Source: an optimization exercise on an open RTL-to-GDS flow (aim: small area, a short achievable clock period and few clock cycles per item). Production flows keep margins and buffers that such runs may drop.
Function was not checked in any run shown here: the RTL went through the layout flow alone.
Power and IR drop assume default switching activity.

### flow/run.sh
#!/bin/bash
# synth_recipe.tcl (not shown) runs the flow's synth.tcl, then flattens the netlist and writes it again
# the make line also repeats each setting of config.mk as NAME=value (left out here)
make -C /OpenROAD-flow-scripts/flow DESIGN_CONFIG=/design/flow/config.mk WORK_HOME=/design/flow/orfs CLKGATE_MAP_FILE= SYNTH_SCRIPT=/design/flow/synth_recipe.tcl finish
### flow/constraint.sdc
create_clock -name core_clock -period 6.5 [get_ports {clk_i}]
set_input_delay 1.3000 -clock core_clock [delete_from_list [all_inputs] [get_ports {clk_i}]]
set_output_delay 1.3000 -clock core_clock [all_outputs]
set_load 0.01 [all_outputs]
### flow/config.mk
export PLATFORM = sky130hd
export DESIGN_NAME = int8_vector_l2_norm
export DESIGN_NICKNAME = int8_vector_l2_norm
export VERILOG_FILES = /design/flow/design.v
export SDC_FILE = /design/flow/constraint.sdc
export NUM_CORES = 4
export LEC_CHECK = 0
export ABC_CLOCK_PERIOD_IN_PS = 2700
export CAP_MARGIN = 20
export CORE_MARGIN = 2
export CORE_UTILIZATION = 40
export SETUP_SLACK_MARGIN = 3.8
export SLEW_MARGIN = 20
### flow/design.v
package ivl2n_pkg;
  localparam int LANES             = 8;
  localparam int SAMPLE_W          = 8;
  localparam int LANE_CNT_W        = 4;
  localparam int SSQ_W             = 18;    
  localparam int MAX_ELEMENTS_LOG2 = 24;
  localparam int CNT_W             = MAX_ELEMENTS_LOG2 + 1;
  localparam int SUM_W             = 39;
  localparam int NORM_W            = 28;
  localparam int REM_W             = NORM_W;   
  localparam int STEP_W            = 5;
  localparam logic [CNT_W-1:0] MAX_ELEMENTS = {1'b1, {MAX_ELEMENTS_LOG2{1'b0}}};
  localparam logic [SUM_W-1:0] SUM_BOUND    = {1'b1, {(SUM_W-1){1'b0}}};
endpackage
import ivl2n_pkg::*;
module ivl2n_lane
(
  input  logic                           clk_i,
  input  logic [LANES-1:0][SAMPLE_W-1:0] mag_i,
  output logic [SSQ_W-1:0]               ssq_o
);
  logic [58:0] st1_q;
  logic [43:0] st2_q;
  logic p1;
  logic p2;
  logic p3;
  logic p4;
  logic p5;
  logic p6;
  logic p7;
  logic p8;
  logic p9;
  logic p10;
  logic p11;
  logic p12;
  logic p13;
  logic p14;
  logic p15;
  logic p16;
  logic p17;
  logic p18;
  logic p19;
  logic p20;
  logic p21;
  logic p22;
  logic p23;
  logic p24;
  logic p25;
  logic p26;
  logic p27;
  logic p28;
  logic p29;
  logic p30;
  logic p31;
  logic p32;
  logic p33;
  logic p34;
  logic p35;
  logic p36;
  logic p37;
  logic p38;
  logic p39;
  logic p40;
  logic p41;
  logic p42;
  logic p43;
  logic p44;
  logic p45;
  logic p46;
  logic p47;
  logic p48;
  logic p49;
  logic p50;
  logic p51;
  logic p52;
  logic p53;
  logic p54;
  logic p55;
  logic p56;
  logic p57;
  logic p58;
  logic p59;
  logic p60;
  logic p61;
  logic p62;
  logic p63;
  logic p64;
  logic p65;
  logic p66;
  logic p67;
  logic p68;
  logic p69;
  logic p70;
  logic p71;
  logic p72;
  logic p73;
  logic p74;
  logic p75;
  logic p76;
  logic p77;
  logic p78;
  logic p79;
  logic p80;
  logic p81;
  logic p82;
  logic p83;
  logic p84;
  logic p85;
  logic p86;
  logic p87;
  logic p88;
  logic p89;
  logic p90;
  logic p91;
  logic p92;
  logic p93;
  logic p94;
  logic p95;
  logic p96;
  logic p97;
  logic p98;
  logic p99;
  logic p100;
  logic p101;
  logic p102;
  logic p103;
  logic p104;
  logic p105;
  logic p106;
  logic p107;
  logic p108;
  logic p109;
  logic p110;
  logic p111;
  logic p112;
  logic p113;
  logic p114;
  logic p115;
  logic p116;
  logic p117;
  logic p118;
  logic p119;
  logic p120;
  logic p121;
  logic p122;
  logic p123;
  logic p124;
  logic p125;
  logic p126;
  logic p127;
  logic p128;
  logic p129;
  logic p130;
  logic p131;
  logic p132;
  logic p133;
  logic p134;
  logic p135;
  logic p136;
  logic p137;
  logic p138;
  logic p139;
  logic p140;
  logic p141;
  logic p142;
  logic p143;
  logic p144;
  logic p145;
  logic p146;
  logic p147;
  logic p148;
  logic p149;
  logic p150;
  logic p151;
  logic p152;
  logic p153;
  logic p154;
  logic p155;
  logic p156;
  logic p157;
  logic p158;
  logic p159;
  logic p160;
  logic p161;
  logic p162;
  logic p163;
  logic p164;
  logic p165;
  logic p166;
  logic p167;
  logic p168;
  logic p169;
  logic p170;
  logic p171;
  logic p172;
  logic p173;
  logic p174;
  logic p175;
  logic p176;
  logic p177;
  logic p178;
  logic p179;
  logic p180;
  logic p181;
  logic p182;
  logic p183;
  logic p184;
  logic p185;
  logic p186;
  logic p187;
  logic p188;
  logic p189;
  logic p190;
  logic p191;
  logic p192;
  logic p193;
  logic p194;
  logic p195;
  logic p196;
  logic p197;
  logic p198;
  logic p199;
  logic p200;
  logic p201;
  logic p202;
  logic p203;
  logic p204;
  logic p205;
  logic p206;
  logic p207;
  logic p208;
  logic p209;
  logic p210;
  logic p211;
  logic p212;
  logic p213;
  logic p214;
  logic p215;
  logic p216;
  logic s217;
  logic c218;
  logic s219;
  logic c220;
  logic s221;
  logic c222;
  logic s223;
  logic c224;
  logic s225;
  logic c226;
  logic s227;
  logic c228;
  logic s229;
  logic c230;
  logic s231;
  logic c232;
  logic s233;
  logic c234;
  logic s235;
  logic c236;
  logic s237;
  logic c238;
  logic s239;
  logic c240;
  logic s241;
  logic c242;
  logic s243;
  logic c244;
  logic s245;
  logic c246;
  logic s247;
  logic c248;
  logic s249;
  logic c250;
  logic s251;
  logic c252;
  logic s253;
  logic c254;
  logic s255;
  logic c256;
  logic s257;
  logic c258;
  logic s259;
  logic c260;
  logic s261;
  logic c262;
  logic s263;
  logic c264;
  logic s265;
  logic c266;
  logic s267;
  logic c268;
  logic s269;
  logic c270;
  logic s271;
  logic c272;
  logic s273;
  logic c274;
  logic s275;
  logic c276;
  logic s277;
  logic c278;
  logic s279;
  logic c280;
  logic s281;
  logic c282;
  logic s283;
  logic c284;
  logic s285;
  logic c286;
  logic s287;
  logic c288;
  logic s289;
  logic c290;
  logic s291;
  logic c292;
  logic s293;
  logic c294;
  logic s295;
  logic c296;
  logic s297;
  logic c298;
  logic s299;
  logic c300;
  logic s301;
  logic c302;
  logic s303;
  logic c304;
  logic s305;
  logic c306;
  logic s307;
  logic c308;
  logic s309;
  logic c310;
  logic s311;
  logic c312;
  logic s313;
  logic c314;
  logic s315;
  logic c316;
  logic s317;
  logic c318;
  logic s319;
  logic c320;
  logic s321;
  logic c322;
  logic s323;
  logic c324;
  logic s325;
  logic c326;
  logic s327;
  logic c328;
  logic s329;
  logic c330;
  logic s331;
  logic c332;
  logic s333;
  logic c334;
  logic s335;
  logic c336;
  logic s337;
  logic c338;
  logic s339;
  logic c340;
  logic s341;
  logic c342;
  logic s343;
  logic c344;
  logic s345;
  logic c346;
  logic s347;
  logic c348;
  logic s349;
  logic c350;
  logic s351;
  logic c352;
  logic s353;
  logic c354;
  logic s355;
  logic c356;
  logic s357;
  logic c358;
  logic s359;
  logic c360;
  logic s361;
  logic c362;
  logic s363;
  logic c364;
  logic s365;
  logic c366;
  logic s367;
  logic c368;
  logic s369;
  logic c370;
  logic s371;
  logic c372;
  logic s373;
  logic c374;
  logic s375;
  logic c376;
  logic s377;
  logic c378;
  logic s379;
  logic c380;
  logic s381;
  logic c382;
  logic s383;
  logic c384;
  logic s385;
  logic c386;
  logic s387;
  logic c388;
  logic s389;
  logic c390;
  logic s391;
  logic c392;
  logic s393;
  logic c394;
  logic s395;
  logic c396;
  logic s397;
  logic c398;
  logic s399;
  logic c400;
  logic s401;
  logic c402;
  logic s403;
  logic c404;
  logic s405;
  logic c406;
  logic s407;
  logic c408;
  logic s409;
  logic c410;
  logic s411;
  logic c412;
  logic s413;
  logic c414;
  logic s415;
  logic c416;
  logic s417;
  logic c418;
  logic s419;
  logic c420;
  logic s421;
  logic c422;
  logic s423;
  logic c424;
  logic s425;
  logic c426;
  logic s427;
  logic c428;
  logic s429;
  logic c430;
  logic s431;
  logic c432;
  logic s433;
  logic c434;
  logic s435;
  logic c436;
  logic s437;
  logic c438;
  logic s439;
  logic c440;
  logic s441;
  logic c442;
  logic s443;
  logic c444;
  logic s445;
  logic c446;
  logic s447;
  logic c448;
  logic s449;
  logic c450;
  logic s451;
  logic c452;
  logic s453;
  logic c454;
  logic s455;
  logic c456;
  logic s457;
  logic c458;
  logic s459;
  logic c460;
  logic s461;
  logic c462;
  logic s463;
  logic c464;
  logic s465;
  logic c466;
  logic s467;
  logic c468;
  logic s469;
  logic c470;
  logic s471;
  logic c472;
  logic s473;
  logic c474;
  logic s475;
  logic c476;
  logic s477;
  logic c478;
  logic s479;
  logic c480;
  logic s481;
  logic c482;
  logic s483;
  logic c484;
  logic s485;
  logic c486;
  logic s487;
  logic c488;
  logic s489;
  logic c490;
  logic s491;
  logic c492;
  logic s493;
  logic c494;
  logic s495;
  logic c496;
  logic s497;
  logic c498;
  logic s499;
  logic c500;
  logic s501;
  logic c502;
  logic s503;
  logic c504;
  logic s505;
  logic c506;
  logic s507;
  logic c508;
  logic s509;
  logic c510;
  logic s511;
  logic c512;
  logic s513;
  logic c514;
  logic s515;
  logic c516;
  logic s517;
  logic c518;
  logic s519;
  logic c520;
  logic s521;
  logic c522;
  logic s523;
  logic c524;
  logic s525;
  logic c526;
  logic s527;
  logic c528;
  logic s529;
  logic c530;
  logic s531;
  logic c532;
  logic s533;
  logic c534;
  logic s535;
  logic c536;
  logic s537;
  logic c538;
  logic s539;
  logic c540;
  logic s541;
  logic c542;
  logic s543;
  logic c544;
  logic s545;
  logic c546;
  logic s547;
  logic c548;
  logic s549;
  logic c550;
  logic s551;
  logic c552;
  logic s553;
  logic c554;
  logic s555;
  logic c556;
  logic s557;
  logic c558;
  logic s559;
  logic c560;
  logic s561;
  logic c562;
  logic s563;
  logic c564;
  logic s565;
  logic c566;
  logic s567;
  logic c568;
  logic s569;
  logic c570;
  logic s571;
  logic c572;
  logic s573;
  logic c574;
  logic s575;
  logic c576;
  logic s577;
  logic c578;
  logic s579;
  logic c580;
  logic s581;
  logic c582;
  logic s583;
  logic c584;
  logic s585;
  logic c586;
  logic s587;
  logic c588;
  logic s589;
  logic c590;
  logic s591;
  logic c592;
  logic s593;
  logic c594;
  logic s595;
  logic c596;
  logic s597;
  logic c598;
  logic s599;
  logic c600;
  logic s601;
  logic c602;
  logic s603;
  logic c604;
  logic s605;
  logic c606;
  logic s607;
  logic c608;
  logic s609;
  logic c610;
  logic s611;
  logic c612;
  logic s613;
  logic c614;
  logic s615;
  logic c616;
  logic s617;
  logic c618;
  logic s619;
  logic c620;
  logic s621;
  logic c622;
  logic s623;
  logic c624;
  logic s625;
  logic c626;
  logic s627;
  logic c628;
  logic s629;
  logic c630;
  logic [17:0] row_a, row_b;
  assign p1 = mag_i[0][1] & ~mag_i[0][0];
  assign p2 = mag_i[0][1] & mag_i[0][0];
  assign p3 = mag_i[0][2] & ~mag_i[0][1];
  assign p4 = mag_i[0][2] & mag_i[0][1];
  assign p5 = mag_i[0][3] & ~mag_i[0][2];
  assign p6 = mag_i[0][3] & mag_i[0][2];
  assign p7 = mag_i[0][4] & ~mag_i[0][3];
  assign p8 = mag_i[0][4] & mag_i[0][3];
  assign p9 = mag_i[0][5] & ~mag_i[0][4];
  assign p10 = mag_i[0][5] & mag_i[0][4];
  assign p11 = mag_i[0][6] & ~mag_i[0][5];
  assign p12 = mag_i[0][6] & mag_i[0][5];
  assign p13 = mag_i[0][0] & mag_i[0][2];
  assign p14 = mag_i[0][0] & mag_i[0][3];
  assign p15 = mag_i[0][0] & mag_i[0][4];
  assign p16 = mag_i[0][0] & mag_i[0][5];
  assign p17 = mag_i[0][0] & mag_i[0][6];
  assign p18 = mag_i[0][1] & mag_i[0][3];
  assign p19 = mag_i[0][1] & mag_i[0][4];
  assign p20 = mag_i[0][1] & mag_i[0][5];
  assign p21 = mag_i[0][1] & mag_i[0][6];
  assign p22 = mag_i[0][2] & mag_i[0][4];
  assign p23 = mag_i[0][2] & mag_i[0][5];
  assign p24 = mag_i[0][2] & mag_i[0][6];
  assign p25 = mag_i[0][3] & mag_i[0][5];
  assign p26 = mag_i[0][3] & mag_i[0][6];
  assign p27 = mag_i[0][4] & mag_i[0][6];
  assign p28 = mag_i[1][1] & ~mag_i[1][0];
  assign p29 = mag_i[1][1] & mag_i[1][0];
  assign p30 = mag_i[1][2] & ~mag_i[1][1];
  assign p31 = mag_i[1][2] & mag_i[1][1];
  assign p32 = mag_i[1][3] & ~mag_i[1][2];
  assign p33 = mag_i[1][3] & mag_i[1][2];
  assign p34 = mag_i[1][4] & ~mag_i[1][3];
  assign p35 = mag_i[1][4] & mag_i[1][3];
  assign p36 = mag_i[1][5] & ~mag_i[1][4];
  assign p37 = mag_i[1][5] & mag_i[1][4];
  assign p38 = mag_i[1][6] & ~mag_i[1][5];
  assign p39 = mag_i[1][6] & mag_i[1][5];
  assign p40 = mag_i[1][0] & mag_i[1][2];
  assign p41 = mag_i[1][0] & mag_i[1][3];
  assign p42 = mag_i[1][0] & mag_i[1][4];
  assign p43 = mag_i[1][0] & mag_i[1][5];
  assign p44 = mag_i[1][0] & mag_i[1][6];
  assign p45 = mag_i[1][1] & mag_i[1][3];
  assign p46 = mag_i[1][1] & mag_i[1][4];
  assign p47 = mag_i[1][1] & mag_i[1][5];
  assign p48 = mag_i[1][1] & mag_i[1][6];
  assign p49 = mag_i[1][2] & mag_i[1][4];
  assign p50 = mag_i[1][2] & mag_i[1][5];
  assign p51 = mag_i[1][2] & mag_i[1][6];
  assign p52 = mag_i[1][3] & mag_i[1][5];
  assign p53 = mag_i[1][3] & mag_i[1][6];
  assign p54 = mag_i[1][4] & mag_i[1][6];
  assign p55 = mag_i[2][1] & ~mag_i[2][0];
  assign p56 = mag_i[2][1] & mag_i[2][0];
  assign p57 = mag_i[2][2] & ~mag_i[2][1];
  assign p58 = mag_i[2][2] & mag_i[2][1];
  assign p59 = mag_i[2][3] & ~mag_i[2][2];
  assign p60 = mag_i[2][3] & mag_i[2][2];
  assign p61 = mag_i[2][4] & ~mag_i[2][3];
  assign p62 = mag_i[2][4] & mag_i[2][3];
  assign p63 = mag_i[2][5] & ~mag_i[2][4];
  assign p64 = mag_i[2][5] & mag_i[2][4];
  assign p65 = mag_i[2][6] & ~mag_i[2][5];
  assign p66 = mag_i[2][6] & mag_i[2][5];
  assign p67 = mag_i[2][0] & mag_i[2][2];
  assign p68 = mag_i[2][0] & mag_i[2][3];
  assign p69 = mag_i[2][0] & mag_i[2][4];
  assign p70 = mag_i[2][0] & mag_i[2][5];
  assign p71 = mag_i[2][0] & mag_i[2][6];
  assign p72 = mag_i[2][1] & mag_i[2][3];
  assign p73 = mag_i[2][1] & mag_i[2][4];
  assign p74 = mag_i[2][1] & mag_i[2][5];
  assign p75 = mag_i[2][1] & mag_i[2][6];
  assign p76 = mag_i[2][2] & mag_i[2][4];
  assign p77 = mag_i[2][2] & mag_i[2][5];
  assign p78 = mag_i[2][2] & mag_i[2][6];
  assign p79 = mag_i[2][3] & mag_i[2][5];
  assign p80 = mag_i[2][3] & mag_i[2][6];
  assign p81 = mag_i[2][4] & mag_i[2][6];
  assign p82 = mag_i[3][1] & ~mag_i[3][0];
  assign p83 = mag_i[3][1] & mag_i[3][0];
  assign p84 = mag_i[3][2] & ~mag_i[3][1];
  assign p85 = mag_i[3][2] & mag_i[3][1];
  assign p86 = mag_i[3][3] & ~mag_i[3][2];
  assign p87 = mag_i[3][3] & mag_i[3][2];
  assign p88 = mag_i[3][4] & ~mag_i[3][3];
  assign p89 = mag_i[3][4] & mag_i[3][3];
  assign p90 = mag_i[3][5] & ~mag_i[3][4];
  assign p91 = mag_i[3][5] & mag_i[3][4];
  assign p92 = mag_i[3][6] & ~mag_i[3][5];
  assign p93 = mag_i[3][6] & mag_i[3][5];
  assign p94 = mag_i[3][0] & mag_i[3][2];
  assign p95 = mag_i[3][0] & mag_i[3][3];
  assign p96 = mag_i[3][0] & mag_i[3][4];
  assign p97 = mag_i[3][0] & mag_i[3][5];
  assign p98 = mag_i[3][0] & mag_i[3][6];
  assign p99 = mag_i[3][1] & mag_i[3][3];
  assign p100 = mag_i[3][1] & mag_i[3][4];
  assign p101 = mag_i[3][1] & mag_i[3][5];
  assign p102 = mag_i[3][1] & mag_i[3][6];
  assign p103 = mag_i[3][2] & mag_i[3][4];
  assign p104 = mag_i[3][2] & mag_i[3][5];
  assign p105 = mag_i[3][2] & mag_i[3][6];
  assign p106 = mag_i[3][3] & mag_i[3][5];
  assign p107 = mag_i[3][3] & mag_i[3][6];
  assign p108 = mag_i[3][4] & mag_i[3][6];
  assign p109 = mag_i[4][1] & ~mag_i[4][0];
  assign p110 = mag_i[4][1] & mag_i[4][0];
  assign p111 = mag_i[4][2] & ~mag_i[4][1];
  assign p112 = mag_i[4][2] & mag_i[4][1];
  assign p113 = mag_i[4][3] & ~mag_i[4][2];
  assign p114 = mag_i[4][3] & mag_i[4][2];
  assign p115 = mag_i[4][4] & ~mag_i[4][3];
  assign p116 = mag_i[4][4] & mag_i[4][3];
  assign p117 = mag_i[4][5] & ~mag_i[4][4];
  assign p118 = mag_i[4][5] & mag_i[4][4];
  assign p119 = mag_i[4][6] & ~mag_i[4][5];
  assign p120 = mag_i[4][6] & mag_i[4][5];
  assign p121 = mag_i[4][0] & mag_i[4][2];
  assign p122 = mag_i[4][0] & mag_i[4][3];
  assign p123 = mag_i[4][0] & mag_i[4][4];
  assign p124 = mag_i[4][0] & mag_i[4][5];
  assign p125 = mag_i[4][0] & mag_i[4][6];
  assign p126 = mag_i[4][1] & mag_i[4][3];
  assign p127 = mag_i[4][1] & mag_i[4][4];
  assign p128 = mag_i[4][1] & mag_i[4][5];
  assign p129 = mag_i[4][1] & mag_i[4][6];
  assign p130 = mag_i[4][2] & mag_i[4][4];
  assign p131 = mag_i[4][2] & mag_i[4][5];
  assign p132 = mag_i[4][2] & mag_i[4][6];
  assign p133 = mag_i[4][3] & mag_i[4][5];
  assign p134 = mag_i[4][3] & mag_i[4][6];
  assign p135 = mag_i[4][4] & mag_i[4][6];
  assign p136 = mag_i[5][1] & ~mag_i[5][0];
  assign p137 = mag_i[5][1] & mag_i[5][0];
  assign p138 = mag_i[5][2] & ~mag_i[5][1];
  assign p139 = mag_i[5][2] & mag_i[5][1];
  assign p140 = mag_i[5][3] & ~mag_i[5][2];
  assign p141 = mag_i[5][3] & mag_i[5][2];
  assign p142 = mag_i[5][4] & ~mag_i[5][3];
  assign p143 = mag_i[5][4] & mag_i[5][3];
  assign p144 = mag_i[5][5] & ~mag_i[5][4];
  assign p145 = mag_i[5][5] & mag_i[5][4];
  assign p146 = mag_i[5][6] & ~mag_i[5][5];
  assign p147 = mag_i[5][6] & mag_i[5][5];
  assign p148 = mag_i[5][0] & mag_i[5][2];
  assign p149 = mag_i[5][0] & mag_i[5][3];
  assign p150 = mag_i[5][0] & mag_i[5][4];
  assign p151 = mag_i[5][0] & mag_i[5][5];
  assign p152 = mag_i[5][0] & mag_i[5][6];
  assign p153 = mag_i[5][1] & mag_i[5][3];
  assign p154 = mag_i[5][1] & mag_i[5][4];
  assign p155 = mag_i[5][1] & mag_i[5][5];
  assign p156 = mag_i[5][1] & mag_i[5][6];
  assign p157 = mag_i[5][2] & mag_i[5][4];
  assign p158 = mag_i[5][2] & mag_i[5][5];
  assign p159 = mag_i[5][2] & mag_i[5][6];
  assign p160 = mag_i[5][3] & mag_i[5][5];
  assign p161 = mag_i[5][3] & mag_i[5][6];
  assign p162 = mag_i[5][4] & mag_i[5][6];
  assign p163 = mag_i[6][1] & ~mag_i[6][0];
  assign p164 = mag_i[6][1] & mag_i[6][0];
  assign p165 = mag_i[6][2] & ~mag_i[6][1];
  assign p166 = mag_i[6][2] & mag_i[6][1];
  assign p167 = mag_i[6][3] & ~mag_i[6][2];
  assign p168 = mag_i[6][3] & mag_i[6][2];
  assign p169 = mag_i[6][4] & ~mag_i[6][3];
  assign p170 = mag_i[6][4] & mag_i[6][3];
  assign p171 = mag_i[6][5] & ~mag_i[6][4];
  assign p172 = mag_i[6][5] & mag_i[6][4];
  assign p173 = mag_i[6][6] & ~mag_i[6][5];
  assign p174 = mag_i[6][6] & mag_i[6][5];
  assign p175 = mag_i[6][0] & mag_i[6][2];
  assign p176 = mag_i[6][0] & mag_i[6][3];
  assign p177 = mag_i[6][0] & mag_i[6][4];
  assign p178 = mag_i[6][0] & mag_i[6][5];
  assign p179 = mag_i[6][0] & mag_i[6][6];
  assign p180 = mag_i[6][1] & mag_i[6][3];
  assign p181 = mag_i[6][1] & mag_i[6][4];
  assign p182 = mag_i[6][1] & mag_i[6][5];
  assign p183 = mag_i[6][1] & mag_i[6][6];
  assign p184 = mag_i[6][2] & mag_i[6][4];
  assign p185 = mag_i[6][2] & mag_i[6][5];
  assign p186 = mag_i[6][2] & mag_i[6][6];
  assign p187 = mag_i[6][3] & mag_i[6][5];
  assign p188 = mag_i[6][3] & mag_i[6][6];
  assign p189 = mag_i[6][4] & mag_i[6][6];
  assign p190 = mag_i[7][1] & ~mag_i[7][0];
  assign p191 = mag_i[7][1] & mag_i[7][0];
  assign p192 = mag_i[7][2] & ~mag_i[7][1];
  assign p193 = mag_i[7][2] & mag_i[7][1];
  assign p194 = mag_i[7][3] & ~mag_i[7][2];
  assign p195 = mag_i[7][3] & mag_i[7][2];
  assign p196 = mag_i[7][4] & ~mag_i[7][3];
  assign p197 = mag_i[7][4] & mag_i[7][3];
  assign p198 = mag_i[7][5] & ~mag_i[7][4];
  assign p199 = mag_i[7][5] & mag_i[7][4];
  assign p200 = mag_i[7][6] & ~mag_i[7][5];
  assign p201 = mag_i[7][6] & mag_i[7][5];
  assign p202 = mag_i[7][0] & mag_i[7][2];
  assign p203 = mag_i[7][0] & mag_i[7][3];
  assign p204 = mag_i[7][0] & mag_i[7][4];
  assign p205 = mag_i[7][0] & mag_i[7][5];
  assign p206 = mag_i[7][0] & mag_i[7][6];
  assign p207 = mag_i[7][1] & mag_i[7][3];
  assign p208 = mag_i[7][1] & mag_i[7][4];
  assign p209 = mag_i[7][1] & mag_i[7][5];
  assign p210 = mag_i[7][1] & mag_i[7][6];
  assign p211 = mag_i[7][2] & mag_i[7][4];
  assign p212 = mag_i[7][2] & mag_i[7][5];
  assign p213 = mag_i[7][2] & mag_i[7][6];
  assign p214 = mag_i[7][3] & mag_i[7][5];
  assign p215 = mag_i[7][3] & mag_i[7][6];
  assign p216 = mag_i[7][4] & mag_i[7][6];
  assign {c218, s217} = 2'(mag_i[0][0]) + 2'(mag_i[1][0]) + 2'(mag_i[2][0]);
  assign {c220, s219} = 2'(mag_i[3][0]) + 2'(mag_i[4][0]) + 2'(mag_i[5][0]);
  assign {c222, s221} = 2'(p1) + 2'(p28) + 2'(p55);
  assign {c224, s223} = 2'(p82) + 2'(p109) + 2'(p136);
  assign {c226, s225} = 2'(p2) + 2'(p13) + 2'(p29);
  assign {c228, s227} = 2'(p40) + 2'(p56) + 2'(p67);
  assign {c230, s229} = 2'(p83) + 2'(p94) + 2'(p110);
  assign {c232, s231} = 2'(p121) + 2'(p137) + 2'(p148);
  assign {c234, s233} = 2'(p164) + 2'(p175) + 2'(p191);
  assign {c236, s235} = 2'(p3) + 2'(p14) + 2'(p30);
  assign {c238, s237} = 2'(p41) + 2'(p57) + 2'(p68);
  assign {c240, s239} = 2'(p84) + 2'(p95) + 2'(p111);
  assign {c242, s241} = 2'(p122) + 2'(p138) + 2'(p149);
  assign {c244, s243} = 2'(p165) + 2'(p176) + 2'(p192);
  assign {c246, s245} = 2'(p4) + 2'(p15) + 2'(p18);
  assign {c248, s247} = 2'(p31) + 2'(p42) + 2'(p45);
  assign {c250, s249} = 2'(p58) + 2'(p69) + 2'(p72);
  assign {c252, s251} = 2'(p85) + 2'(p96) + 2'(p99);
  assign {c254, s253} = 2'(p112) + 2'(p123) + 2'(p126);
  assign {c256, s255} = 2'(p139) + 2'(p150) + 2'(p153);
  assign {c258, s257} = 2'(p166) + 2'(p177) + 2'(p180);
  assign {c260, s259} = 2'(p193) + 2'(p204) + 2'(p207);
  assign {c262, s261} = 2'(p5) + 2'(p16) + 2'(p19);
  assign {c264, s263} = 2'(p32) + 2'(p43) + 2'(p46);
  assign {c266, s265} = 2'(p59) + 2'(p70) + 2'(p73);
  assign {c268, s267} = 2'(p86) + 2'(p97) + 2'(p100);
  assign {c270, s269} = 2'(p113) + 2'(p124) + 2'(p127);
  assign {c272, s271} = 2'(p140) + 2'(p151) + 2'(p154);
  assign {c274, s273} = 2'(p167) + 2'(p178) + 2'(p181);
  assign {c276, s275} = 2'(p194) + 2'(p205) + 2'(p208);
  assign {c278, s277} = 2'(p6) + 2'(p17) + 2'(p20);
  assign {c280, s279} = 2'(p22) + 2'(p33) + 2'(p44);
  assign {c282, s281} = 2'(p47) + 2'(p49) + 2'(p60);
  assign {c284, s283} = 2'(p71) + 2'(p74) + 2'(p76);
  assign {c286, s285} = 2'(p87) + 2'(p98) + 2'(p101);
  assign {c288, s287} = 2'(p103) + 2'(p114) + 2'(p125);
  assign {c290, s289} = 2'(p128) + 2'(p130) + 2'(p141);
  assign {c292, s291} = 2'(p152) + 2'(p155) + 2'(p157);
  assign {c294, s293} = 2'(p168) + 2'(p179) + 2'(p182);
  assign {c296, s295} = 2'(p184) + 2'(p195) + 2'(p206);
  assign {c298, s297} = 2'(p7) + 2'(p21) + 2'(p23);
  assign {c300, s299} = 2'(p34) + 2'(p48) + 2'(p50);
  assign {c302, s301} = 2'(p61) + 2'(p75) + 2'(p77);
  assign {c304, s303} = 2'(p88) + 2'(p102) + 2'(p104);
  assign {c306, s305} = 2'(p115) + 2'(p129) + 2'(p131);
  assign {c308, s307} = 2'(p142) + 2'(p156) + 2'(p158);
  assign {c310, s309} = 2'(p169) + 2'(p183) + 2'(p185);
  assign {c312, s311} = 2'(p196) + 2'(p210) + 2'(p212);
  assign {c314, s313} = 2'(p8) + 2'(p24) + 2'(p25);
  assign {c316, s315} = 2'(p35) + 2'(p51) + 2'(p52);
  assign {c318, s317} = 2'(p62) + 2'(p78) + 2'(p79);
  assign {c320, s319} = 2'(p89) + 2'(p105) + 2'(p106);
  assign {c322, s321} = 2'(p116) + 2'(p132) + 2'(p133);
  assign {c324, s323} = 2'(p143) + 2'(p159) + 2'(p160);
  assign {c326, s325} = 2'(p170) + 2'(p186) + 2'(p187);
  assign {c328, s327} = 2'(p197) + 2'(p213) + 2'(p214);
  assign {c330, s329} = 2'(p9) + 2'(p26) + 2'(p36);
  assign {c332, s331} = 2'(p53) + 2'(p63) + 2'(p80);
  assign {c334, s333} = 2'(p90) + 2'(p107) + 2'(p117);
  assign {c336, s335} = 2'(p134) + 2'(p144) + 2'(p161);
  assign {c338, s337} = 2'(p171) + 2'(p188) + 2'(p198);
  assign {c340, s339} = 2'(p10) + 2'(p27) + 2'(p37);
  assign {c342, s341} = 2'(p54) + 2'(p64) + 2'(p81);
  assign {c344, s343} = 2'(p91) + 2'(p108) + 2'(p118);
  assign {c346, s345} = 2'(p135) + 2'(p145) + 2'(p162);
  assign {c348, s347} = 2'(p172) + 2'(p189) + 2'(p199);
  assign {c350, s349} = 2'(p11) + 2'(p38) + 2'(p65);
  assign {c352, s351} = 2'(p92) + 2'(p119) + 2'(p146);
  assign {c354, s353} = 2'(p12) + 2'(p39) + 2'(p66);
  assign {c356, s355} = 2'(p93) + 2'(p120) + 2'(p147);
  assign {c358, s357} = 2'(mag_i[0][7]) + 2'(mag_i[1][7]) + 2'(mag_i[2][7]);
  assign {c360, s359} = 2'(mag_i[3][7]) + 2'(mag_i[4][7]) + 2'(mag_i[5][7]);
  assign {c362, s361} = 2'(s217) + 2'(s219) + 2'(mag_i[6][0]);
  assign {c364, s363} = 2'(s221) + 2'(s223) + 2'(p163);
  assign {c366, s365} = 2'(c222) + 2'(c224) + 2'(s225);
  assign {c368, s367} = 2'(s227) + 2'(s229) + 2'(s231);
  assign {c370, s369} = 2'(c226) + 2'(c228) + 2'(c230);
  assign {c372, s371} = 2'(c232) + 2'(c234) + 2'(s235);
  assign {c374, s373} = 2'(s237) + 2'(s239) + 2'(s241);
  assign {c376, s375} = 2'(c236) + 2'(c238) + 2'(c240);
  assign {c378, s377} = 2'(c242) + 2'(c244) + 2'(s245);
  assign {c380, s379} = 2'(s247) + 2'(s249) + 2'(s251);
  assign {c382, s381} = 2'(s253) + 2'(s255) + 2'(s257);
  assign {c384, s383} = 2'(c246) + 2'(c248) + 2'(c250);
  assign {c386, s385} = 2'(c252) + 2'(c254) + 2'(c256);
  assign {c388, s387} = 2'(c258) + 2'(c260) + 2'(s261);
  assign {c390, s389} = 2'(s263) + 2'(s265) + 2'(s267);
  assign {c392, s391} = 2'(s269) + 2'(s271) + 2'(s273);
  assign {c394, s393} = 2'(c262) + 2'(c264) + 2'(c266);
  assign {c396, s395} = 2'(c268) + 2'(c270) + 2'(c272);
  assign {c398, s397} = 2'(c274) + 2'(c276) + 2'(s277);
  assign {c400, s399} = 2'(s279) + 2'(s281) + 2'(s283);
  assign {c402, s401} = 2'(s285) + 2'(s287) + 2'(s289);
  assign {c404, s403} = 2'(s291) + 2'(s293) + 2'(s295);
  assign {c406, s405} = 2'(c278) + 2'(c280) + 2'(c282);
  assign {c408, s407} = 2'(c284) + 2'(c286) + 2'(c288);
  assign {c410, s409} = 2'(c290) + 2'(c292) + 2'(c294);
  assign {c412, s411} = 2'(c296) + 2'(s297) + 2'(s299);
  assign {c414, s413} = 2'(s301) + 2'(s303) + 2'(s305);
  assign {c416, s415} = 2'(s307) + 2'(s309) + 2'(s311);
  assign {c418, s417} = 2'(c298) + 2'(c300) + 2'(c302);
  assign {c420, s419} = 2'(c304) + 2'(c306) + 2'(c308);
  assign {c422, s421} = 2'(c310) + 2'(c312) + 2'(s313);
  assign {c424, s423} = 2'(s315) + 2'(s317) + 2'(s319);
  assign {c426, s425} = 2'(s321) + 2'(s323) + 2'(s325);
  assign {c428, s427} = 2'(c314) + 2'(c316) + 2'(c318);
  assign {c430, s429} = 2'(c320) + 2'(c322) + 2'(c324);
  assign {c432, s431} = 2'(c326) + 2'(c328) + 2'(s329);
  assign {c434, s433} = 2'(s331) + 2'(s333) + 2'(s335);
  assign {c436, s435} = 2'(c330) + 2'(c332) + 2'(c334);
  assign {c438, s437} = 2'(c336) + 2'(c338) + 2'(s339);
  assign {c440, s439} = 2'(s341) + 2'(s343) + 2'(s345);
  assign {c442, s441} = 2'(c340) + 2'(c342) + 2'(c344);
  assign {c444, s443} = 2'(c346) + 2'(c348) + 2'(s349);
  assign {c446, s445} = 2'(s351) + 2'(p173) + 2'(p200);
  assign {c448, s447} = 2'(c350) + 2'(c352) + 2'(s353);
  assign {c450, s449} = 2'(s355) + 2'(p174) + 2'(p201);
  assign {c452, s451} = 2'(c354) + 2'(c356) + 2'(s357);
  assign {c454, s453} = 2'(s359) + 2'(mag_i[6][7]) + 2'(mag_i[7][7]);
  assign {c456, s455} = 2'(c362) + 2'(c218) + 2'(c220);
  assign {c458, s457} = 2'(c364) + 2'(s365) + 2'(s367);
  assign {c460, s459} = 2'(c366) + 2'(c368) + 2'(s369);
  assign {c462, s461} = 2'(s371) + 2'(s373) + 2'(s243);
  assign {c464, s463} = 2'(c370) + 2'(c372) + 2'(c374);
  assign {c466, s465} = 2'(s375) + 2'(s377) + 2'(s379);
  assign {c468, s467} = 2'(c376) + 2'(c378) + 2'(c380);
  assign {c470, s469} = 2'(c382) + 2'(s383) + 2'(s385);
  assign {c472, s471} = 2'(s387) + 2'(s389) + 2'(s391);
  assign {c474, s473} = 2'(c384) + 2'(c386) + 2'(c388);
  assign {c476, s475} = 2'(c390) + 2'(c392) + 2'(s393);
  assign {c478, s477} = 2'(s395) + 2'(s397) + 2'(s399);
  assign {c480, s479} = 2'(s401) + 2'(s403) + 2'(p209);
  assign {c482, s481} = 2'(c394) + 2'(c396) + 2'(c398);
  assign {c484, s483} = 2'(c400) + 2'(c402) + 2'(c404);
  assign {c486, s485} = 2'(s405) + 2'(s407) + 2'(s409);
  assign {c488, s487} = 2'(s411) + 2'(s413) + 2'(s415);
  assign {c490, s489} = 2'(c406) + 2'(c408) + 2'(c410);
  assign {c492, s491} = 2'(c412) + 2'(c414) + 2'(c416);
  assign {c494, s493} = 2'(s417) + 2'(s419) + 2'(s421);
  assign {c496, s495} = 2'(s423) + 2'(s425) + 2'(s327);
  assign {c498, s497} = 2'(c418) + 2'(c420) + 2'(c422);
  assign {c500, s499} = 2'(c424) + 2'(c426) + 2'(s427);
  assign {c502, s501} = 2'(s429) + 2'(s431) + 2'(s433);
  assign {c504, s503} = 2'(c428) + 2'(c430) + 2'(c432);
  assign {c506, s505} = 2'(c434) + 2'(s435) + 2'(s437);
  assign {c508, s507} = 2'(s439) + 2'(s347) + 2'(p216);
  assign {c510, s509} = 2'(c436) + 2'(c438) + 2'(c440);
  assign {c512, s511} = 2'(s441) + 2'(s443) + 2'(s445);
  assign {c514, s513} = 2'(c442) + 2'(c444) + 2'(c446);
  assign {c516, s515} = 2'(c448) + 2'(c450) + 2'(s451);
  assign {c518, s517} = 2'(c452) + 2'(c454) + 2'(c358);
  assign {c520, s519} = 2'(c456) + 2'(s363) + 2'(p190);
  assign {c522, s521} = 2'(s457) + 2'(s233) + 2'(p202);
  assign {c524, s523} = 2'(c458) + 2'(s459) + 2'(s461);
  assign {c526, s525} = 2'(c460) + 2'(c462) + 2'(s463);
  assign {c528, s527} = 2'(s465) + 2'(s381) + 2'(s259);
  assign {c530, s529} = 2'(c464) + 2'(c466) + 2'(s467);
  assign {c532, s531} = 2'(s469) + 2'(s471) + 2'(s275);
  assign {c534, s533} = 2'(c468) + 2'(c470) + 2'(c472);
  assign {c536, s535} = 2'(s473) + 2'(s475) + 2'(s477);
  assign {c538, s537} = 2'(c474) + 2'(c476) + 2'(c478);
  assign {c540, s539} = 2'(c480) + 2'(s481) + 2'(s483);
  assign {c542, s541} = 2'(c482) + 2'(c484) + 2'(c486);
  assign {c544, s543} = 2'(c488) + 2'(s489) + 2'(s491);
  assign {c546, s545} = 2'(c490) + 2'(c492) + 2'(c494);
  assign {c548, s547} = 2'(c496) + 2'(s497) + 2'(s499);
  assign {c550, s549} = 2'(s501) + 2'(s337) + 2'(p215);
  assign {c552, s551} = 2'(c498) + 2'(c500) + 2'(c502);
  assign {c554, s553} = 2'(s503) + 2'(s505) + 2'(s507);
  assign {c556, s555} = 2'(c504) + 2'(c506) + 2'(c508);
  assign {c558, s557} = 2'(c510) + 2'(c512) + 2'(s513);
  assign {c560, s559} = 2'(c514) + 2'(s515) + 2'(s453);
  assign {c562, s561} = 2'(c516) + 2'(s517) + 2'(c360);
  assign {c564, s563} = 2'(st1_q[16]) + 2'(st1_q[17]) + 2'(st1_q[18]);
  assign {c566, s565} = 2'(st1_q[22]) + 2'(st1_q[23]) + 2'(st1_q[24]);
  assign {c568, s567} = 2'(st1_q[25]) + 2'(st1_q[26]);
  assign {c570, s569} = 2'(st1_q[28]) + 2'(st1_q[29]) + 2'(st1_q[30]);
  assign {c572, s571} = 2'(st1_q[31]) + 2'(st1_q[32]) + 2'(st1_q[33]);
  assign {c574, s573} = 2'(st1_q[34]) + 2'(st1_q[35]) + 2'(st1_q[36]);
  assign {c576, s575} = 2'(st1_q[37]) + 2'(st1_q[38]);
  assign {c578, s577} = 2'(st1_q[39]) + 2'(st1_q[40]) + 2'(st1_q[41]);
  assign {c580, s579} = 2'(st1_q[42]) + 2'(st1_q[43]);
  assign {c582, s581} = 2'(st1_q[44]) + 2'(st1_q[45]) + 2'(st1_q[46]);
  assign {c584, s583} = 2'(st1_q[47]) + 2'(st1_q[48]);
  assign {c586, s585} = 2'(st1_q[49]) + 2'(st1_q[50]) + 2'(st1_q[51]);
  assign {c588, s587} = 2'(st1_q[12]) + 2'(st1_q[13]);
  assign {c590, s589} = 2'(s563) + 2'(st1_q[19]) + 2'(st1_q[20]);
  assign {c592, s591} = 2'(s565) + 2'(s567) + 2'(st1_q[27]);
  assign {c594, s593} = 2'(s569) + 2'(s571) + 2'(c566);
  assign {c596, s595} = 2'(s573) + 2'(s575) + 2'(c570);
  assign {c598, s597} = 2'(s577) + 2'(s579) + 2'(c574);
  assign {c600, s599} = 2'(s581) + 2'(s583) + 2'(c578);
  assign {c602, s601} = 2'(s585) + 2'(st1_q[52]) + 2'(c582);
  assign {c604, s603} = 2'(st1_q[53]) + 2'(st1_q[54]);
  assign {c606, s605} = 2'(st2_q[6]) + 2'(st2_q[7]);
  assign {c608, s607} = 2'(st2_q[9]) + 2'(st2_q[10]) + 2'(st2_q[11]);
  assign {c610, s609} = 2'(st2_q[12]) + 2'(st2_q[13]) + 2'(st2_q[14]);
  assign {c612, s611} = 2'(st2_q[15]) + 2'(st2_q[16]) + 2'(st2_q[17]);
  assign {c614, s613} = 2'(st2_q[18]) + 2'(st2_q[19]) + 2'(st2_q[20]);
  assign {c616, s615} = 2'(st2_q[21]) + 2'(st2_q[22]) + 2'(st2_q[23]);
  assign {c618, s617} = 2'(st2_q[24]) + 2'(st2_q[25]) + 2'(st2_q[26]);
  assign {c620, s619} = 2'(st2_q[27]) + 2'(st2_q[28]) + 2'(st2_q[29]);
  assign {c622, s621} = 2'(st2_q[30]) + 2'(st2_q[31]) + 2'(st2_q[32]);
  assign {c624, s623} = 2'(st2_q[33]) + 2'(st2_q[34]) + 2'(st2_q[35]);
  assign {c626, s625} = 2'(st2_q[36]) + 2'(st2_q[37]) + 2'(st2_q[38]);
  assign {c628, s627} = 2'(st2_q[39]) + 2'(st2_q[40]) + 2'(st2_q[41]);
  assign {c630, s629} = 2'(st2_q[42]) + 2'(st2_q[43]);
  assign row_a = {c630, s629, s627, s625, s623, s621, s619, s617, s615, s613, s611, s609, s607, s605, st2_q[4], st2_q[3], st2_q[2], st2_q[0]};
  assign row_b = {1'b0, c628, c626, c624, c622, c620, c618, c616, c614, c612, c610, c608, c606, st2_q[8], st2_q[5], 1'b0, 1'b0, st2_q[1]};
  always_ff @(posedge clk_i) begin
    st1_q <= {c518, c562, s561, c560, s559, c558, s449, s447, s557, c556, s511, s509, s555, c554, c552, s553, s551, c550, c548, c546, s549, s547, s545, c544, c542, s495, s493, s543, s541, c540, c538, s487, s485, s539, s537, c536, c534, p211, s479, s535, s533, c532, c530, s531, s529, c528, c526, s527, s525, c524, p203, s523, c522, s521, c520, s519, s455, mag_i[7][0], s361};
    st2_q <= {st1_q[58], st1_q[57], c604, st1_q[56], st1_q[55], c602, c586, s603, c600, c584, s601, c598, c580, s599, c596, c576, s597, c594, c572, s595, c592, c568, s593, c590, c564, s591, c588, st1_q[21], s589, st1_q[15], st1_q[14], s587, st1_q[11], st1_q[10], st1_q[9], st1_q[8], st1_q[7], st1_q[6], st1_q[5], st1_q[4], st1_q[3], st1_q[2], st1_q[1], st1_q[0]};
    ssq_o <= row_a + row_b;
  end
endmodule
import ivl2n_pkg::*;
module ivl2n_merge
(
  input  logic                  clk_i,
  input  logic                  rst_ni,
  input  logic                  valid_i,    
  input  logic                  last_i,
  input  logic [LANE_CNT_W-1:0] lanes_i,
  input  logic [SSQ_W-1:0]      ssq_i,
  input  logic                  free_i,     
  output logic                  avail_o,    
  output logic [SUM_W-1:0]      sum_o,
  output logic                  ovf_o,
  output logic                  fin_d_o,    
  output logic                  hold_d_o
);
  logic [SUM_W-1:0] acc_q, base_sum, fin_sum;
  logic [CNT_W-1:0] cnt_q, base_cnt, cnt_sum;
  logic             ovf_q, base_ovf, ovf_d;
  logic             cont_q, fin_q, fin_d;
  logic [18:0]      lo_sum;
  logic [20:0]      hi_inc;
  logic [SUM_W-1:0] hold_sum_q;
  logic             hold_ovf_q, hold_q, hold_d;
  logic             load, hold_load;
  assign base_sum = cont_q ? acc_q : '0;
  assign base_cnt = cont_q ? cnt_q : '0;
  assign base_ovf = cont_q && ovf_q;
  assign lo_sum   = {1'b0, base_sum[17:0]} + {1'b0, ssq_i};
  assign hi_inc   = base_sum[38:18] + 21'd1;
  assign cnt_sum  = base_cnt + CNT_W'(lanes_i);
  assign ovf_d    = base_ovf || (cnt_sum[CNT_W-1] && cnt_sum[CNT_W-2:0] != '0);
  assign fin_sum  = ovf_q ? SUM_BOUND : acc_q;
  assign avail_o  = hold_q || fin_q;
  assign sum_o    = hold_q ? hold_sum_q : fin_sum;
  assign ovf_o    = hold_q ? hold_ovf_q : ovf_q;
  assign load     = free_i && avail_o;
  assign hold_load = fin_q && (hold_q ? load : !free_i);
  assign hold_d   = hold_q ? (!load || fin_q) : (fin_q && !free_i);
  assign fin_d    = (valid_i && last_i) || (fin_q && hold_q && !load);
  assign fin_d_o  = fin_d;
  assign hold_d_o = hold_d;
  always_ff @(posedge clk_i or negedge rst_ni) begin
    if (!rst_ni) begin
      cont_q  <= 1'b0;
      fin_q   <= 1'b0;
      hold_q  <= 1'b0;
    end else begin
      if (valid_i) cont_q <= !last_i;
      fin_q  <= fin_d;
      hold_q <= hold_d;
    end
  end
  always_ff @(posedge clk_i) begin
    if (valid_i) begin
      acc_q <= {lo_sum[18] ? hi_inc : base_sum[38:18], lo_sum[17:0]};
      cnt_q <= cnt_sum;
      ovf_q <= ovf_d;
    end
    if (hold_load) begin
      hold_sum_q <= fin_sum;
      hold_ovf_q <= ovf_q;
    end
  end
endmodule
import ivl2n_pkg::*;
module ivl2n_sqrt
(
  input  logic              clk_i,
  input  logic              rst_ni,
  input  logic              avail_i,     
  input  logic [SUM_W-1:0]  sum_i,
  input  logic              ovf_i,
  input  logic              out_ready_i,
  output logic              free_o,      
  output logic              out_valid_o,
  output logic [SUM_W-1:0]  sum_o,
  output logic [NORM_W-1:0] norm_o,
  output logic              ovf_o
);
  logic              run_q, done_q, load, last_step;
  logic [SUM_W-1:0]  sum_q;
  logic              ovf_q;
  logic [REM_W-1:0]  rem_q;
  logic [NORM_W-1:0] root_q;
  logic [STEP_W-1:0] step_q, start, step_dec;
  logic [1:0]        pair_q, pair_start, pair_dec;
  logic [19:0]       nz, top;
  logic [29:0]       rem_sh, diff;
  logic              ge;
  logic [39:0]       in_ext, sum_ext;
  assign in_ext  = {1'b0, sum_i};
  assign sum_ext = {1'b0, sum_q};
  always_comb begin
    for (int j = 0; j < 20; j++) nz[j] = in_ext[2*j+1 -: 2] != 2'b00;
    for (int j = 0; j < 20; j++) begin
      top[j] = nz[j];
      for (int i = j + 1; i < 20; i++) top[j] = top[j] && !nz[i];
    end
    start      = '0;
    pair_start = '0;
    for (int j = 0; j < 20; j++) begin
      if (top[j]) start = start | STEP_W'(j + 8);
      pair_start = pair_start | (top[j] ? in_ext[2*j+1 -: 2] : 2'b00);
    end
  end
  assign step_dec = step_q - STEP_W'(1);
  always_comb begin
    pair_dec = 2'b00;
    for (int j = 8; j < 28; j++) begin
      if (step_dec == STEP_W'(j)) pair_dec = sum_ext[2*j-15 -: 2];
    end
  end
  assign rem_sh = {rem_q, pair_q};
  assign diff   = rem_sh - {1'b0, root_q[26:0], 2'b01};
  assign ge     = !diff[29];
  assign last_step = (step_q == '0);
  assign free_o    = !run_q && (!done_q || out_ready_i);
  assign load      = avail_i && free_o;
  always_ff @(posedge clk_i or negedge rst_ni) begin
    if (!rst_ni) begin
      run_q  <= 1'b0;
      done_q <= 1'b0;
    end else begin
      if (load) begin
        run_q  <= 1'b1;
        done_q <= 1'b0;
      end else if (run_q) begin
        if (last_step) begin
          run_q  <= 1'b0;
          done_q <= 1'b1;
        end
      end else if (out_ready_i) begin
        done_q <= 1'b0;
      end
    end
  end
  always_ff @(posedge clk_i) begin
    if (load) begin
      sum_q <= sum_i;
      ovf_q <= ovf_i;
    end
    if (load) begin
      root_q <= '0;
    end else if (run_q) begin
      root_q <= {root_q[NORM_W-2:0], ge};
    end
    rem_q  <= load ? '0 : (ge ? diff[REM_W-1:0] : rem_sh[REM_W-1:0]);
    step_q <= load ? start : step_dec;
    pair_q <= load ? pair_start : pair_dec;
  end
  assign out_valid_o = done_q;
  assign sum_o       = sum_q;
  assign norm_o      = root_q;
  assign ovf_o       = ovf_q;
endmodule
import ivl2n_pkg::*;
module int8_vector_l2_norm
(
  input  logic        clk_i,
  input  logic        rst_ni,
  input  logic        in_valid,
  output logic        in_ready,
  input  logic [7:0]  in_sample_0,
  input  logic [7:0]  in_sample_1,
  input  logic [7:0]  in_sample_2,
  input  logic [7:0]  in_sample_3,
  input  logic [7:0]  in_sample_4,
  input  logic [7:0]  in_sample_5,
  input  logic [7:0]  in_sample_6,
  input  logic [7:0]  in_sample_7,
  input  logic [3:0]  in_lane_count,
  input  logic        in_last,
  output logic        out_valid,
  input  logic        out_ready,
  output logic [38:0] out_sum_of_squares,
  output logic [27:0] out_norm_fixed,
  output logic        out_overflow
);
  logic [LANES-1:0][SAMPLE_W-1:0] samples, mag;
  logic [LANE_CNT_W-1:0]          lanes_clamped;
  logic                           accept, in_ready_q, in_ready_d;
  logic [LANES-1:0][SAMPLE_W-1:0] a_mag_q;
  logic [LANE_CNT_W-1:0]          a_lanes_q, b1_lanes_q, b2_lanes_q, b3_lanes_q;
  logic                           a_valid_q, b1_valid_q, b2_valid_q, b3_valid_q;
  logic                           a_last_q, b1_last_q, b2_last_q, b3_last_q;
  logic                           a_lastv_d;
  logic [SSQ_W-1:0]               ssq;
  logic                           avail, free, fin_d, hold_d, idle_d;
  logic [SUM_W-1:0]               fin_sum;
  logic                           fin_ovf;
  logic [5:0]                     owe;
  logic                           owe_le1, owe_eq2;
  assign samples = {in_sample_7, in_sample_6, in_sample_5, in_sample_4,
                    in_sample_3, in_sample_2, in_sample_1, in_sample_0};
  assign accept        = in_valid && in_ready_q;
  assign lanes_clamped = (in_lane_count > 4'd8) ? 4'd8 : in_lane_count;
  for (genvar k = 0; k < LANES; k++) begin : g_mag
    assign mag[k] = (in_lane_count <= 4'(k)) ? 8'd0 :
                    samples[k][7] ? 8'(-samples[k]) : samples[k];
  end
  assign a_lastv_d = accept && in_last;
  assign owe = {a_lastv_d, a_valid_q && a_last_q, b1_valid_q && b1_last_q,
                b2_valid_q && b2_last_q, fin_d, hold_d};
  always_comb begin
    owe_le1 = 1'b1;
    owe_eq2 = 1'b0;
    for (int i = 0; i < 6; i++) begin
      for (int j = i + 1; j < 6; j++) begin
        if (owe[i] && owe[j]) owe_le1 = 1'b0;
      end
    end
    for (int i = 0; i < 6; i++) begin
      for (int j = i + 1; j < 6; j++) begin
        if (owe[i] && owe[j] && (owe & ~((6'd1 << i) | (6'd1 << j))) == '0) owe_eq2 = 1'b1;
      end
    end
  end
  assign in_ready_d = owe_le1 || (owe_eq2 && idle_d);
  assign idle_d    = free && !avail;
  always_ff @(posedge clk_i or negedge rst_ni) begin
    if (!rst_ni) begin
      in_ready_q <= 1'b1;
      a_valid_q  <= 1'b0;
      b1_valid_q <= 1'b0;
      b2_valid_q <= 1'b0;
      b3_valid_q <= 1'b0;
    end else begin
      in_ready_q <= in_ready_d;
      a_valid_q  <= accept;
      b1_valid_q <= a_valid_q;
      b2_valid_q <= b1_valid_q;
      b3_valid_q <= b2_valid_q;
    end
  end
  always_ff @(posedge clk_i) begin
    a_mag_q    <= mag;
    a_lanes_q  <= lanes_clamped;
    a_last_q   <= in_last;
    b1_lanes_q <= a_lanes_q;
    b1_last_q  <= a_last_q;
    b2_lanes_q <= b1_lanes_q;
    b2_last_q  <= b1_last_q;
    b3_lanes_q <= b2_lanes_q;
    b3_last_q  <= b2_last_q;
  end
  assign in_ready = in_ready_q;
  ivl2n_lane u_lane (
    .clk_i (clk_i),
    .mag_i (a_mag_q),
    .ssq_o (ssq)
  );
  ivl2n_merge u_merge (
    .clk_i    (clk_i),
    .rst_ni   (rst_ni),
    .valid_i  (b3_valid_q),
    .last_i   (b3_last_q),
    .lanes_i  (b3_lanes_q),
    .ssq_i    (ssq),
    .free_i   (free),
    .avail_o  (avail),
    .sum_o    (fin_sum),
    .ovf_o    (fin_ovf),
    .fin_d_o  (fin_d),
    .hold_d_o (hold_d)
  );
  ivl2n_sqrt u_sqrt (
    .clk_i       (clk_i),
    .rst_ni      (rst_ni),
    .avail_i     (avail),
    .sum_i       (fin_sum),
    .ovf_i       (fin_ovf),
    .out_ready_i (out_ready),
    .free_o      (free),
    .out_valid_o (out_valid),
    .sum_o       (out_sum_of_squares),
    .norm_o      (out_norm_fixed),
    .ovf_o       (out_overflow)
  );
endmodule
==> results of run 1 <==
## critical path, delay by kind of cell, from the launching register on
kind | cells | cell delay [ps]
DFF | 1 | 460
and+or+nand+nor | 8 | 1440
adders and majority gates | 2 | 450
buffers and inverters | 3 | 340
xor gates and xnor gates | 1 | 150
AOI/OAI and AO/OA | 2 | 180
## area by class of cell
cell class | count | share of cell area
well taps | 846 | 0.0325
clock inverters | 30 | 0.0106
inverters | 343 | 0.0406
clock buffers | 57 | 0.0402
flip-flops and latches | 423 | 0.313
multi-input cells | 1714 | 0.474
repair buffers | 292 | 0.0893
## report_power, final
part	switching (mW)	internal, mW
sequential	0.643	3.89
clock	1.11	1.71
combinational	4.83	4.41
## flip-flops by register name, summed over array words and instances (netlist names), 2 cells and up
register,flops
u_lane.ssq_o,18
u_merge.acc_q,39
b1_lanes_q,4
b3_lanes_q,4
u_sqrt.rem_q,28
b2_lanes_q,4
u_merge.hold_sum_q,39
u_sqrt.root_q,28
u_sqrt.step_q,5
a_mag_q,64
u_merge.cnt_q,25
u_lane.st1_q,59
a_lanes_q,4
u_lane.st2_q,44
u_sqrt.sum_q,39
u_sqrt.pair_q,2
## cells in the mapped netlist (11+ instances only)
| library cell | instances | area [um2] |
|---|---|---|
| a21o_1 | 11 | 82.6 |
| nor3_1 | 24 | 120 |
| or3_1 | 22 | 138 |
| nand2_1 | 159 | 597 |
| o21ai_1 | 11 | 55.1 |
| nand3_1 | 36 | 180 |
| and2_1 | 207 | 1290 |
| o21ai_0 | 67 | 335 |
| o21a_1 | 18 | 135 |
| a21oi_1 | 114 | 571 |
| mux2_2 | 32 | 360 |
| edfxtp_1 | 145 | 4350 |
| clkbuf_1 | 40 | 150 |
| xnor2_1 | 74 | 648 |
| nor2_1 | 213 | 800 |
| inv_1 | 341 | 1280 |
| nor2b_1 | 99 | 619 |
| and3_1 | 12 | 75.1 |
| o31ai_1 | 32 | 240 |
| fa_1 | 201 | 4020 |
| nand2b_1 | 31 | 194 |
| dfxtp_1 | 268 | 5370 |
| xor2_1 | 44 | 385 |
| nor4_1 | 17 | 106 |
| ha_1 | 88 | 1100 |
| mux2i_1 | 44 | 440 |
## layout by cell type, fill, tap and decap left out, types with 42 or more instances in the layout
cell type        count
edfxtp_1           145
and2_4              57
dlygate4sd2_1       69
mux2i_1             44
clkbuf_16           50
inv_2               67
inv_1              273
buf_6               45
xnor2_1             68
ha_1                59
a21oi_1             72
fa_2                55
clkdlybuf4s50_1     70
nand2_1            132
nor2b_1             88
and2_1             150
nor2_1             206
fa_1               146
o21ai_0             56
dfxtp_1            195
xor2_1              42
buf_4               86
## how the worst min path moves through the flow
stage                             to  slack (ps)  cells past startpoint
floorplan              b1_lanes_q[0]         310                      0
global placement     u_lane.st2_q[9]         310                      0
detailed placement     b3_lanes_q[3]         310                      0
CTS                 u_lane.st2_q[11]         320                      0
global route         u_lane.st2_q[2]         330                      0
finish               u_lane.st2_q[2]         320                      0
## stage by stage
stage	cell area [um2]	cells	utilization	setup WS, ps	hold slack [ps]
after detailed placement	28000	3478	0.446	2320	312
after global routing	32500	3705	0.518	3020	326
after CTS	31400	3653	0.499	3220	318
final	32500	3705	0.518	3180	316
after global placement	28000	3478	0.446	2310	311
after floorplan	25800	2538	-	3080	310
## metal layers
metal / vias to the layer above / track usage
li1: 8916 / -
met1: 9146 / 0.230
met2: 383 / 0.341
met3: 135 / 0.0249
met4: 0 / 0.0663
met5: - / 0
## repair_timing
item | in CTS | in global routing
buffers inserted | 83 | 51
pin swaps | 121 | 120
cloned | 5 | 1
setup endpoints to repair | 277 | 134
resized for setup | 388 | 218
## kinds of logic after synthesis
family          count (synthesis)
simple gates                  860
flops                         423
compound gates                364
mux                            78
buf+inv                       401
xor+xnor                      120
fa+ha+maj                     292
==> flow_summary.ini, run 1 <==
[power_and_ir_drop]
ir_drop_uv = 409
power.leakage_nw = 13.6
power.density_mw_per_mm2 = 510
fin_total_pwr_mw = 16.6

[hold_path]
min_path_type = register to register
hold_start = u_lane.st1_q[2]

[yosys]
synthAdderAreaFrac = 0.203
synth_top_flop_cell = dfxtp_1
muxShareOfSynthArea = 0.0326
ys_seq_area_frac = 0.393
syn_area_per_cell_um2 = 9.99
syn_inst = 2538
ys_types = 90
synth-compound-area-share = 0.0922
synth_nets = 2900
synth_area_mm2 = 0.0254
ys_async_sr_fraction = 0.0236
yosys.area_share.xor_xnor = 0.0420
synth_simple_gate_area_frac = 0.176
synth_edf_count = 145
synth_top_family_by_area = adder cells
ys_ff_latch = 423
yosysWarnings = 4

[timing]
finalHoldViolCount = 0
slew_viol_final = 0
fin_crit_ps = 3320
worstMarginPinSlew_ps = 871
tns_ps = 0
final.period_utilization = 0.511
fin_skew_ps = 17.8
fmax_mhz = 301
setup_viol = 0
slew_headroom = 0.416
rsz0062_at_grt = true

[global_route]
grt_pass1_vias = 19300
track_usage = 0.188
grt_max_degree = 70
grt-ovfl-total = 0
grt_first_pass_wirelength_mm = 100
antenna_found_initial = 0

[floorplanning]
io_pins = 143
die-area_mm2 = 0.0654
die_w_um = 256
coreArea_mm2 = 0.0629
die_h_um = 256
num_rows = 92
initial_core_util = 0.403

[drt]
drt_iter0_markers = 841
dr_wl_met2_mm = 32.2
drt_drc_violations_left = 0
dr.pass1.iters = 5
avgViaCountPerCell = 5.01
met1_length_mm = 26.2
wl_met3_mm = 2.10
top_layer_used = met4
final_antenna_net_count = 0
routedWlPerCell_um = 16.9
drt-total-wl_mm = 62.7
vias = 18600

[placed_design]
gp_congestion = 0.893
port_buffers = 142
dp_hpwl_mm = 45.7

[setup_path]
worstPathArrival_ps = 3640
critPathLaunch = u_merge.cont_q
ff2ff_path_depth = 16
crit_end = u_merge.ovf_q
worst_path_max_delay_cell = dfrtp_4
crit_fanout = 6
r2r_end = u_merge.ovf_q
crit_chain = buf_12 > and2_4 > ha_4 > inv_2 > fa_2 > nor2b_1 > o21ai_1 > nand2b_1 > nand4_1 > buf_6 > nor4_4 > xnor2_1 > nor2_1 > or4_4 > nor4_4 > a21oi_1
path_class = register to register
worstSetupStartpointType = register
required_ps = 6820
cpMostUsedCell = nor4_4
cpPeakStageDelay_ps = 460
timing.rr.start = u_merge.cont_q
r2r_slack_ps = 3180
cp-end-kind = register

[final_layout]
drive_above_1_share = 0.258
multi_input_area_mm2 = 0.0154
diodes = 0
fin_nets = 3183
area_growth_pct = 28.3
seq_area_mm2 = 0.0102
fillers = 5634

[clock_network]
clock_path_buffers = 3
clk_pin_slew_ps = 60
numCtsBuffers = 47
clock-sinks = 423
htree_levels = 2
root_buffer = clkbuf_16
cts_tree = built
clock_latency_ps = 590
holdBufCountCts = 0

[job]
maxCapViolations = 0

[run_status]
status = no timing/DRC/antenna violations
==> run 2, diff against run 1 <==
--- a/flow/config.mk
+++ b/flow/config.mk
@@ -8,6 +8,6 @@
 export ABC_CLOCK_PERIOD_IN_PS = 2700
 export CAP_MARGIN = 20
 export CORE_MARGIN = 2
-export CORE_UTILIZATION = 40
+export CORE_UTILIZATION = 60
 export SETUP_SLACK_MARGIN = 3.8
 export SLEW_MARGIN = 20
==> run 2 against run 1 <==
Compared with the run above:
- still clean
- synthesized cell count unchanged
- final area is 2.2% lower
- setup slack lost 50 ps
- routed wire length decreased by 1.7%
- fmax is 1.5% lower
- clock power down 9.6%
- largest cell class unchanged
==> flow_summary.ini, run 2 <==
[run_status]
status = no timing/DRC/antenna violations

[final_layout]
fin_nets = 3174
area_growth_pct = 25.5
drive_above_1_share = 0.248
fin_area_mm2 = 0.0318
largestRegisters = a_mag_q x64, u_lane.st1_q x59, u_lane.st2_q x44
multi_input_area_mm2 = 0.0154
diodes = 0
seq_area_mm2 = 0.0102
final_util = 0.760
fillers = 2921
final_common_cell = inv_1
top_register = a_mag_q
largest_register_ffs = 64
layout_common_cells = inv_1, nor2_1, dfxtp_1, and2_1

[setup_path]
r2r_slack_ps = 3130
worstPathArrival_ps = 3690
path_buf_inv = 3
worst_path_max_delay_cell = or4_4
path_class = register to register
ff2ff_path_depth = 16
cpPeakStageDelay_ps = 560
required_ps = 6820
crit_chain = buf_12 > and2_4 > ha_4 > inv_2 > fa_2 > nor2b_2 > o21ai_1 > nand2b_1 > nand4_1 > buf_4 > nor2_2 > xnor2_1 > nor2_1 > or4_4 > nor4_4 > a21oi_1
crit_fanout = 3
critical-path-top-delay-family = simple AND/OR/NAND/NOR gates
worstSetupStartpointType = register
cp-end-kind = register
timing.rr.start = u_merge.cont_q
r2r_end = u_merge.ovf_q

[drt]
drt_drc_violations_left = 0
drt_iter0_markers = 1067
routedWlPerCell_um = 18.2
avgViaCountPerCell = 5.51
final_antenna_net_count = 0
vias = 18700
dr.pass1.iters = 5
drt-total-wl_mm = 61.6

[hold_path]
whs_path_depth = 0
hold_end = u_lane.st2_q[1]
min_path_type = register to register
hold_start = u_lane.st1_q[1]

[timing]
finalWorstSetupSlack_ps = 3130
worstMarginPinSlew_ps = 927
slew_headroom = 0.382
finalHoldViolCount = 0
rsz0062_at_grt = true
setup_viol = 0
final.period_utilization = 0.518
holdWs_ps = 324
fmax_mhz = 297
fin_crit_ps = 3370
fin_skew_ps = 16.1
slew_viol_final = 0
tns_ps = 0

[yosys]
synthAdderAreaFrac = 0.203
synth_nets = 2900
netlist_top_cells_area = dfxtp_1, edfxtp_1, fa_1
yosys.area.top_type = dfxtp_1
ys_async_sr_fraction = 0.0236
synth_top_flop_cell = dfxtp_1
synth_simple_gate_area_frac = 0.176
yosysWarnings = 4
synth_top_family_by_area = adder cells
ys_seq_area_frac = 0.393
yosys.area_share.xor_xnor = 0.0420
synth_area_mm2 = 0.0254
yosys.area.top_type_share = 0.212
syn_inst = 2538
synth_most_common_cell = inv_1
synth_edf_count = 145
netlist_top_cells_count = inv_1, dfxtp_1, nor2_1
ys_ff_latch = 423
synth-compound-area-share = 0.0922
ys_types = 90
muxShareOfSynthArea = 0.0326
syn_area_per_cell_um2 = 9.99

[floorplanning]
coreArea_mm2 = 0.0419
io_pins = 143
die-area_mm2 = 0.0439
die_h_um = 210
initial_core_util = 0.606
die_w_um = 210
num_rows = 75

[placed_design]
placement.cell_area_mm2 = 0.0276
port_buffers = 142
gp_congestion = 0.906
post-place-ws_ps = 2240
dp_hpwl_mm = 43.6

[clock_network]
clk_pin_slew_ps = 60
htree_levels = 2
cts_tree = built
clock_latency_ps = 580
holdBufCountCts = 0
root_buffer = clkbuf_16
clock-sinks = 423
clock_path_buffers = 3
numCtsBuffers = 44

[power_and_ir_drop]
power.leakage_nw = 13.4
ir_drop_uv = 388
comb_power_share = 0.563
power.internal_mw = 9.77
power.density_mw_per_mm2 = 514
pwr-share-clk = 0.156
switching_share = 0.402
switchingPower_mw = 6.58
seq_power_share = 0.281

[global_route]
grt-busiest-layer = met2
antenna_found_initial = 0
grt_max_degree = 69
grt-ovfl-total = 0
grt_first_pass_wirelength_mm = 96.4
grt_pass1_vias = 19100
grt_use_met1 = 0.324
gr-usage-met3 = 0.0301
use_met2 = 0.508
track_usage = 0.277

[job]
maxCapViolations = 0
==> run 2: cell types whose count changed in the layout (fill, tap and decap cells not counted), moves of 7 or more <==
cell,change
clkbuf_1,+12
clkinv_2,-8
dfxtp_1,-10
dfxtp_2,+11
inv_1,+7
inv_2,-7
nand2_1,+8
nand2_2,-11
nor2b_2,+8
==> run 2: layout make-up <==
type / instances / area share
repair buffers: 286 / 0.0870
multi-input cells: 1714 / 0.484
well taps: 539 / 0.0212
flip-flops and latches: 423 / 0.320
clock buffers: 67 / 0.0405
inverters: 343 / 0.0415
clock inverters: 15 / 0.00554
==> run 2: cell families (layout without fill, tap and decap cells) <==
group	Yosys count	after routing
xor gates and xnor gates	120	120
buffers and inverters	401	711
adders and majority gates	292	292
muxes	78	78
AOI/OAI and AO/OA	364	364
and+or+nand+nor	860	860
DFF	423	423
==> run 2: worst max path at each step <==
stage                   start                to  slack, ps  cells after the start
2_1_floorplan  u_merge.cont_q     u_merge.ovf_q       3080                     17
3_5_place_dp        out_ready  u_sqrt.step_q[2]       2240                      9
6_report       u_merge.cont_q     u_merge.ovf_q       3130                     16
4_1_cts        u_merge.cont_q     u_merge.ovf_q       3130                     14
3_3_place_gp        out_ready  u_sqrt.step_q[2]       2260                      9
5_1_grt        u_merge.cont_q     u_merge.ovf_q       3020                     16
==> run 2: routing by layer <==
metal	wire length [um]	share of wire
met1	24000	0.39
met2	32200	0.52
met3	2210	0.036
met4	3230	0.052
met5	0	0
==> run 2: what timing repair did <==
action                                  CTS  global route
endpoints found under the setup margin  295           115
gates cloned                              4             0
gates resized for setup                 363           233
setup buffers                            85            46
pin swaps                               126           131
==> run 2: through the flow <==
stage	std cells	total power, mW
finish	3387	16.3
global route	3387	17.5
CTS	3341	15.4
detailed placement	3170	11.8
global placement	3170	11.6
floorplan	2538	9.87
==> run 2: power by group through the flow <==
stage / Clock [mW] / Combinational (mW) / Sequential (mW)
finish: 2.54 / 9.20 / 4.60
global route: 2.69 / 10.1 / 4.70
CTS: 2.59 / 8.28 / 4.56
detailed placement: 0 / 7.15 / 4.61
global placement: 0 / 6.96 / 4.59
floorplan: 0 / 5.49 / 4.38

[static timing again, ports no longer ideal]
The results above use ideal ports. As a check the final layouts listed here were re-extracted and re-timed, cells and wires unchanged. Step 1 sets driving cells, clkbuf_16 on the clock port and buf_2 on the other inputs (assumed; they add their load-dependent delay and slew). Step 2 adds t to the input delays and takes it off the output delays; t is the mean of the earliest and latest rising clock arrival at the registers after step 1. Input paths then give back, and output paths get back, about the clock's delay inside the block. Slacks: no drivers / after step 1 / after step 2; pairs: no drivers / after step 1.
run	shift t [ns]	slack for setup (ns)	worst setup path at the end
run 1	0.641	3.182 / 3.182 / 3.182	register to register
run 2	0.629	3.132 / 3.132 / 3.132	register to register
After both steps setup and hold are still met in every run listed.
